Source: an optimization exercise on an open RTL-to-GDS flow (aim: small area). Production flows keep margins and buffers that such runs may drop.
At most, simulation tests tie the RTL to the original design; equivalence was not proved.
No activity file was given, so power comes from the tool's default toggle rates.

==> run B <==
==> flow/design.v (excerpt) <==
module csr_unit
#(
    parameter int PC_WIDTH = 39
) (
    input  logic                   clk,
    input  logic                   rst,
    input  logic                   csr_we_i,
    input  logic [11:0]              csr_waddr_i,
    input  logic [11:0]              csr_raddr_i,
    input  logic [63:0]              csr_wdata_i,
    input  logic                   excp_valid_i,
    input  logic [4:0] excp_cause_i,
    input  logic [63:0]              excp_tval_i,
    input  logic [PC_WIDTH-1:0]    excp_pc_i,
    input  logic                   mret_i,
    input  logic                   sret_i,
    input  logic                   commit_first_i,
    input  logic                   commit_second_i,
    output logic [63:0]              rdata_o,
    output logic                   readable_o,
    output logic                   writeable_o,
    output logic [PC_WIDTH-1:0]    redirect_pc_o,
    output logic [1:0]             priv_mode_o,
    output logic [63:0]              mstatus_o
);
clock: 5.5 ns
lec_check: 0
cap_margin: 20
core_margin: 2
core_utilization: 35
setup_slack_margin: 0.1
slew_margin: 20
synth_hierarchical: 1
synth_minimum_keep_size: 0
standard.sh (not shown) runs the stock make flow with config.mk's settings and CLKGATE_MAP_FILE= SYNTH_SCRIPT=/design/flow/synth_recipe.tcl, a recipe that flattens the netlist after the stock synthesis.
==> flow/flow/run.sh <==
#!/bin/bash
# Layout flow: the standard layout (standard.sh) with
#  - synthesis mapped by an area-oriented abc script (flow/synth.tcl, flow/abc_area.script);
#    registers are mapped exactly as in the standard synthesis (abc maps only logic)
#  - the port buffers made of sky130_fd_sc_hd__buf_1 instead of the default pick
#  - a clock tree of small clusters of clkbuf_4, without dummy loads
set -euo pipefail
F=$PWD/flow
export MY_ABC_SCRIPT=$F/abc_area.script
bash standard.sh SYNTH_SCRIPT=$F/synth.tcl \
  "BUFFER_PORTS_ARGS=-buffer_cell sky130_fd_sc_hd__buf_1" \
  "CTS_ARGS=-sink_clustering_enable -repair_clock_nets -buf_list sky130_fd_sc_hd__clkbuf_4 -sink_clustering_size 10 -sink_clustering_max_diameter 40 -dont_use_dummy_load" \
  finish > standard.log 2>&1
==> flow/flow/abc_area.script <==
&get -n
&st
&dch
&nf -a
&put
topo
stime -c
==> flow/flow/synth.tcl <==
# The standard flow's synthesis script (synth_recipe.tcl), with abc run on an area-oriented
# script (flow/abc_area.script) in place of ORFS's speed script.
proc synth {args} { yosys synth -nofsm -noshare {*}$args }
proc abc {args} {
  set i [lsearch -exact $args -script]
  if { $i >= 0 && [info exists ::env(MY_ABC_SCRIPT)] } {
    set args [lreplace $args [expr {$i+1}] [expr {$i+1}] $::env(MY_ABC_SCRIPT)]
  }
  yosys abc {*}$args
}
source $::env(SCRIPTS_DIR)/synth.tcl
# left out here: clear keep_hierarchy, flatten, clean up, hide names made inside functions, write 1_2_yosys.v
==> run E (differences from run B) <==
--- a/flow/design.v
+++ b/flow/design.v
@@ -69,15 +69,12 @@
 module csr_nand4 (input logic a, b, c, d, output logic y);
     assign y = ~(a & b & c & d);
 endmodule
 module csr_and4 (input logic a, b, c, d, output logic y);
     assign y = a & b & c & d;
 endmodule
-module csr_hold (input logic a, s, q, t, output logic y);
-    assign y = (a & s) | (q & t);
-endmodule
 module csr_read_mux (
     input  logic r_mstatus, r_st, r_medeleg, r_mtvec, r_stvec, r_mscratch, r_sscratch,
     input  logic r_mepc, r_sepc, r_mcause, r_scause, r_mtval, r_stval, r_cyc, r_minstret,
     input  logic mie, mpie, sie, spie, spp, sum, mxr,
     input  logic [1:0]  mpp,
     input  logic [15:0] medeleg,
@@ -748,69 +745,24 @@
     logic [PC_WIDTH-1:1] yd;
     logic [4:0]          zd;
     assign xd = (csr_wdata_i & {64{m_w}}) | (excp_tval_i & {64{m_t}});
     assign yd = (csr_wdata_i[PC_WIDTH-1:1] & {(PC_WIDTH-1){m_w}}) |
                 (excp_pc_i[PC_WIDTH-1:1] & {(PC_WIDTH-1){m_p}});
     assign zd = ({csr_wdata_i[63], csr_wdata_i[3:0]} & {5{m_w}}) | (excp_cause_i & {5{m_p}});
-    logic nrst;
-    assign nrst = ~rst;
-    logic s_medeleg, s_mtvec, s_stvec, s_mscratch, s_sscratch, s_mtval;
-    logic t_medeleg, t_mtvec, t_stvec, t_mscratch, t_sscratch, t_mtval;
-    assign s_medeleg  = w_medeleg  & nrst;
-    assign s_mtvec    = w_mtvec    & nrst;
-    assign s_stvec    = w_stvec    & nrst;
-    assign s_mscratch = w_mscratch & nrst;
-    assign s_sscratch = w_sscratch & nrst;
-    assign s_mtval    = w_mtval    & nrst;
-    assign t_medeleg  = ~(w_medeleg  | rst);
-    assign t_mtvec    = ~(w_mtvec    | rst);
-    assign t_stvec    = ~(w_stvec    | rst);
-    assign t_mscratch = ~(w_mscratch | rst);
-    assign t_sscratch = ~(w_sscratch | rst);
-    assign t_mtval    = ~(w_mtval    | rst);
-    logic e_stval, e_mepc, e_sepc, e_mcause, e_scause;
-    assign e_stval  = w_stval  | st | rst;
-    assign e_mepc   = w_mepc   | mt | rst;
-    assign e_sepc   = w_sepc   | st | rst;
-    assign e_mcause = w_mcause | mt | rst;
-    assign e_scause = w_scause | st | rst;
-    logic [15:0] medeleg_d;
-    logic [63:0] mtvec_d, stvec_d, mscratch_d, sscratch_d, mtval_d, stval_d;
-    logic [PC_WIDTH-1:1] mepc_d, sepc_d;
-    logic [4:0]  mcause_d, scause_d;
-    for (genvar i = 0; i < 64; i++) begin : g_hold64
-        csr_hold u_mtvec    (.a(csr_wdata_i[i]), .s(s_mtvec),    .q(mtvec[i]),    .t(t_mtvec),    .y(mtvec_d[i]));
-        csr_hold u_stvec    (.a(csr_wdata_i[i]), .s(s_stvec),    .q(stvec[i]),    .t(t_stvec),    .y(stvec_d[i]));
-        csr_hold u_mscratch (.a(csr_wdata_i[i]), .s(s_mscratch), .q(mscratch[i]), .t(t_mscratch), .y(mscratch_d[i]));
-        csr_hold u_sscratch (.a(csr_wdata_i[i]), .s(s_sscratch), .q(sscratch[i]), .t(t_sscratch), .y(sscratch_d[i]));
-        csr_hold u_mtval    (.a(csr_wdata_i[i]), .s(s_mtval),    .q(mtval[i]),    .t(t_mtval),    .y(mtval_d[i]));
-        csr_hold u_stval    (.a(xd[i]),          .s(e_stval),    .q(stval[i]),    .t(~e_stval),   .y(stval_d[i]));
-    end
-    for (genvar i = 0; i < 16; i++) begin : g_hold16
-        csr_hold u_medeleg (.a(csr_wdata_i[i]), .s(s_medeleg), .q(medeleg[i]), .t(t_medeleg), .y(medeleg_d[i]));
-    end
-    for (genvar i = 1; i < PC_WIDTH; i++) begin : g_holdpc
-        csr_hold u_mepc (.a(yd[i]), .s(e_mepc), .q(mepc[i]), .t(~e_mepc), .y(mepc_d[i]));
-        csr_hold u_sepc (.a(yd[i]), .s(e_sepc), .q(sepc[i]), .t(~e_sepc), .y(sepc_d[i]));
-    end
-    for (genvar i = 0; i < 5; i++) begin : g_holdc
-        csr_hold u_mcause (.a(zd[i]), .s(e_mcause), .q(mcause[i]), .t(~e_mcause), .y(mcause_d[i]));
-        csr_hold u_scause (.a(zd[i]), .s(e_scause), .q(scause[i]), .t(~e_scause), .y(scause_d[i]));
-    end
     always_ff @(posedge clk) begin
-        medeleg  <= medeleg_d;
-        mtvec    <= mtvec_d;
-        stvec    <= stvec_d;
-        mscratch <= mscratch_d;
-        sscratch <= sscratch_d;
-        mtval    <= mtval_d;
-        stval    <= stval_d;
-        mepc     <= mepc_d;
-        sepc     <= sepc_d;
-        mcause   <= mcause_d;
-        scause   <= scause_d;
+        if (w_medeleg  | rst) medeleg  <= xd[15:0];
+        if (w_mtvec    | rst) mtvec    <= xd;
+        if (w_stvec    | rst) stvec    <= xd;
+        if (w_mscratch | rst) mscratch <= xd;
+        if (w_sscratch | rst) sscratch <= xd;
+        if (w_mtval    | rst) mtval    <= xd;
+        if (w_stval | st | rst) stval  <= xd;
+        if (w_mepc | mt | rst)  mepc   <= yd;
+        if (w_sepc | st | rst)  sepc   <= yd;
+        if (w_mcause | mt | rst) mcause <= zd;
+        if (w_scause | st | rst) scause <= zd;
         if (w_mtval | rst)    mtval_z  <= 1'b0;
         else if (mt)          mtval_z  <= 1'b1;
     end
     logic [63:0] cyc_c, ins_c;
     logic [7:0]  cyc_g, ins_g, cyc_bc, ins_bc;
     logic        ins_c1;
==> flow/flow/run.sh (replaced) <==
#!/bin/bash
# Layout flow: the standard layout (standard.sh) with
#  - synthesis mapped by an area-oriented abc script (flow/synth.tcl, flow/abc_area.script);
#    registers are mapped exactly as in the standard synthesis (abc maps only logic)
#  - the read mux's small gate modules kept through abc, so each maps to one cell
#  - the port buffers made of sky130_fd_sc_hd__buf_1 instead of the default pick
#  - a clock tree of small clusters of clkbuf_4, without dummy loads
set -euo pipefail
F=$PWD/flow
export MY_ABC_SCRIPT=$F/abc_area.script
bash standard.sh SYNTH_SCRIPT=$F/synth.tcl \
  "SYNTH_KEEP_MODULES=csr_aoi222 csr_aoi22 csr_nand2 csr_nand4 csr_and4" \
  "BUFFER_PORTS_ARGS=-buffer_cell sky130_fd_sc_hd__buf_1" \
  "CTS_ARGS=-sink_clustering_enable -repair_clock_nets -buf_list sky130_fd_sc_hd__clkbuf_4 -sink_clustering_size 10 -sink_clustering_max_diameter 40 -dont_use_dummy_load" \
  finish > standard.log 2>&1
SYNTH_HIERARCHICAL = not set   (was 1)
SYNTH_MINIMUM_KEEP_SIZE = not set   (was 0)
==> run R (differences from run B) <==
--- a/flow/design.v
+++ b/flow/design.v
@@ -72,12 +72,15 @@
 module csr_and4 (input logic a, b, c, d, output logic y);
     assign y = a & b & c & d;
 endmodule
 module csr_hold (input logic a, s, q, t, output logic y);
     assign y = (a & s) | (q & t);
 endmodule
+module csr_hold3 (input logic a, s, b, u, q, t, output logic y);
+    assign y = (a & s) | (b & u) | (q & t);
+endmodule
 module csr_read_mux (
     input  logic r_mstatus, r_st, r_medeleg, r_mtvec, r_stvec, r_mscratch, r_sscratch,
     input  logic r_mepc, r_sepc, r_mcause, r_scause, r_mtval, r_stval, r_cyc, r_minstret,
     input  logic mie, mpie, sie, spie, spp, sum, mxr,
     input  logic [1:0]  mpp,
     input  logic [15:0] medeleg,
@@ -737,20 +740,17 @@
     assign w_mcause   = wa(12'h342);
     assign w_scause   = wa(12'h142);
     assign w_mtval    = wa(12'h343);
     assign w_stval    = wa(12'h143);
     assign w_mcycle   = wa(12'hb00);
     assign w_minstret = wa(12'hb02);
-    logic m_w, m_t, m_p;
+    logic m_w, m_p;
     assign m_w = ~rst & ~excp_valid_i;
-    assign m_t = ~rst & excp_valid_i & tc;
     assign m_p = ~rst & excp_valid_i;
-    logic [63:0]         xd;
     logic [PC_WIDTH-1:1] yd;
     logic [4:0]          zd;
-    assign xd = (csr_wdata_i & {64{m_w}}) | (excp_tval_i & {64{m_t}});
     assign yd = (csr_wdata_i[PC_WIDTH-1:1] & {(PC_WIDTH-1){m_w}}) |
                 (excp_pc_i[PC_WIDTH-1:1] & {(PC_WIDTH-1){m_p}});
     assign zd = ({csr_wdata_i[63], csr_wdata_i[3:0]} & {5{m_w}}) | (excp_cause_i & {5{m_p}});
     logic nrst;
     assign nrst = ~rst;
     logic s_medeleg, s_mtvec, s_stvec, s_mscratch, s_sscratch, s_mtval;
@@ -764,14 +764,17 @@
     assign t_medeleg  = ~(w_medeleg  | rst);
     assign t_mtvec    = ~(w_mtvec    | rst);
     assign t_stvec    = ~(w_stvec    | rst);
     assign t_mscratch = ~(w_mscratch | rst);
     assign t_sscratch = ~(w_sscratch | rst);
     assign t_mtval    = ~(w_mtval    | rst);
-    logic e_stval, e_mepc, e_sepc, e_mcause, e_scause;
-    assign e_stval  = w_stval  | st | rst;
+    logic s_stval, l_stval, t_stval;
+    assign s_stval = w_stval & nrst;
+    assign l_stval = st & tc & nrst;
+    assign t_stval = ~(w_stval | st | rst);
+    logic e_mepc, e_sepc, e_mcause, e_scause;
     assign e_mepc   = w_mepc   | mt | rst;
     assign e_sepc   = w_sepc   | st | rst;
     assign e_mcause = w_mcause | mt | rst;
     assign e_scause = w_scause | st | rst;
     logic [15:0] medeleg_d;
     logic [63:0] mtvec_d, stvec_d, mscratch_d, sscratch_d, mtval_d, stval_d;
@@ -780,13 +783,14 @@
     for (genvar i = 0; i < 64; i++) begin : g_hold64
         csr_hold u_mtvec    (.a(csr_wdata_i[i]), .s(s_mtvec),    .q(mtvec[i]),    .t(t_mtvec),    .y(mtvec_d[i]));
         csr_hold u_stvec    (.a(csr_wdata_i[i]), .s(s_stvec),    .q(stvec[i]),    .t(t_stvec),    .y(stvec_d[i]));
         csr_hold u_mscratch (.a(csr_wdata_i[i]), .s(s_mscratch), .q(mscratch[i]), .t(t_mscratch), .y(mscratch_d[i]));
         csr_hold u_sscratch (.a(csr_wdata_i[i]), .s(s_sscratch), .q(sscratch[i]), .t(t_sscratch), .y(sscratch_d[i]));
         csr_hold u_mtval    (.a(csr_wdata_i[i]), .s(s_mtval),    .q(mtval[i]),    .t(t_mtval),    .y(mtval_d[i]));
-        csr_hold u_stval    (.a(xd[i]),          .s(e_stval),    .q(stval[i]),    .t(~e_stval),   .y(stval_d[i]));
+        csr_hold3 u_stval   (.a(csr_wdata_i[i]), .s(s_stval), .b(excp_tval_i[i]), .u(l_stval),
+                             .q(stval[i]), .t(t_stval), .y(stval_d[i]));
     end
     for (genvar i = 0; i < 16; i++) begin : g_hold16
         csr_hold u_medeleg (.a(csr_wdata_i[i]), .s(s_medeleg), .q(medeleg[i]), .t(t_medeleg), .y(medeleg_d[i]));
     end
     for (genvar i = 1; i < PC_WIDTH; i++) begin : g_holdpc
         csr_hold u_mepc (.a(yd[i]), .s(e_mepc), .q(mepc[i]), .t(~e_mepc), .y(mepc_d[i]));
@@ -837,17 +841,27 @@
         for (int j = 2; j < 8; j++) ins_c[j] = ins_c[j-1] & minstret[j-1];
         for (int k = 1; k < 8; k++) begin
             ins_c[8*k] = ins_bc[k];
             for (int j = 1; j < 8; j++) ins_c[8*k+j] = ins_c[8*k+j-1] & minstret[8*k+j-1];
         end
     end
+    logic s_cyc, t_cyc, s_ins, t_ins;
+    assign s_cyc = w_mcycle & nrst;
+    assign t_cyc = ~(w_mcycle | rst);
+    assign s_ins = w_minstret & nrst;
+    assign t_ins = ~(w_minstret | rst);
+    logic [63:0] cyc_inc, ins_inc, mcycle_d, minstret_d;
+    assign cyc_inc = mcycle ^ cyc_c;
+    assign ins_inc = minstret ^ ins_c;
+    for (genvar i = 0; i < 64; i++) begin : g_cnt
+        csr_hold u_cyc (.a(csr_wdata_i[i]), .s(s_cyc), .q(cyc_inc[i]), .t(t_cyc), .y(mcycle_d[i]));
+        csr_hold u_ins (.a(csr_wdata_i[i]), .s(s_ins), .q(ins_inc[i]), .t(t_ins), .y(minstret_d[i]));
+    end
     always_ff @(posedge clk) begin
-        if (w_mcycle | rst)   mcycle   <= xd;
-        else                  mcycle   <= mcycle ^ cyc_c;
-        if (w_minstret | rst) minstret <= xd;
-        else                  minstret <= minstret ^ ins_c;
+        mcycle   <= mcycle_d;
+        minstret <= minstret_d;
     end
     logic w_st;  
     assign w_st = w_mstatus | w_sstatus;
     always_ff @(posedge clk) begin
         if (rst) begin
             cur_mode <= 2'd3;
==> flow/flow/run.sh (replaced) <==
#!/bin/bash
# Layout flow: the standard layout (standard.sh) with
#  - synthesis mapped by an area-oriented abc script (flow/synth.tcl, flow/abc_area.script);
#    registers are mapped exactly as in the standard synthesis (abc maps only logic)
#  - the port buffers made of sky130_fd_sc_hd__buf_1 instead of the default pick
#  - a clock tree of small clusters of clkbuf_4, without dummy loads
#  - the constant outputs left on the one tie cell synthesis gives them
set -euo pipefail
F=$PWD/flow
export MY_ABC_SCRIPT=$F/abc_area.script
bash standard.sh SYNTH_SCRIPT=$F/synth.tcl \
  "BUFFER_PORTS_ARGS=-buffer_cell sky130_fd_sc_hd__buf_1" \
  "CTS_ARGS=-sink_clustering_enable -repair_clock_nets -buf_list sky130_fd_sc_hd__clkbuf_4 -sink_clustering_size 10 -sink_clustering_max_diameter 40 -dont_use_dummy_load" \
  SKIP_REPAIR_TIE_FANOUT=1 \
  finish > standard.log 2>&1
==> qor summary <==
quantity	run E	run R	run B
Outcome	no timing/DRC/antenna violations	no timing/DRC/antenna violations	no timing/DRC/antenna violations
Post-synthesis mux area share	0.004307	0.004012	0.003904
TritonCTS buffer count	86	97	94
Ratio of cells with drive above 1 in the final layout	0.07971	0.07833	0.07013
Switching part of the total	0.2594	0.2743	0.2832
Sum of met2 wire segment lengths after detailed routing	43.53 mm	48.27 mm	50.25 mm
Signal buffers share of area	0.06486	0.06356	0.06733
Synthesized-area fraction occupied by xor and xnor cells	0.005359	0.005548	0.005466
Headroom to the max-slew limit	0.2513	0.1918	0.2236
Dominant kind of cell by area	flip-flops and latches	flip-flops and latches	multi-input gates
Leading cell type in the layout, fill and taps excluded	sky130_fd_sc_hd__edfxtp_1	sky130_fd_sc_hd__dfxtp_1	sky130_fd_sc_hd__dfxtp_1
First drt pass iteration count	10	15	9
Hold path start	csr_wdata_i[19]	excp_tval_i[53]	stvec[51]
Final-layout worst hold slack	0.5127 ns	0.3859 ns	0.4710 ns
Netlist area before placement	0.02615 sq mm	0.02526 sq mm	0.02564 sq mm
Synth Warn #	1	7	7
Met1 Resource Use GR	0.2874	0.3501	0.3633
Power in combinational cells	859 uW	623 uW	822 uW
Setup WS pre-CTS	0.2623 ns	0.3997 ns	0.4673 ns
No functional check of the RTL was part of run B and run R.

## static timing again, ports no longer ideal
In the flow no input, the clock included, has a driving cell. The finished layouts below were timed again as built, in two steps. Step 1, drivers: a clkbuf_16 drives clk and a buf_2 each remaining input, both assumed. Step 2 times the ports against the registers' clock, not the clock port: input delays grow and output delays shrink by t, the midpoint of the rising clock arrivals with the driver on. Three values: ideal ports, drivers, drivers and shift; two values: the first two.
| run | t (ns) | setup WS [ns] | worst setup path at the end | clock arrival spread, ns |
|---|---|---|---|---|
| run B | 0.912 | 0.523 / 0.495 / 0.412 | input to register | 0.137 / 0.136 |
| run E | 0.879 | 0.469 / 0.436 / 0.436 | input to output | 0.118 / 0.118 |
| run R | 0.908 | 0.504 / 0.475 / 0.421 | input to register | 0.150 / 0.151 |
After both steps every run listed still meets setup and hold. The setup slack of run B, which loses most, moves by -0.028 ns with the drivers and by -0.111 ns with both steps.
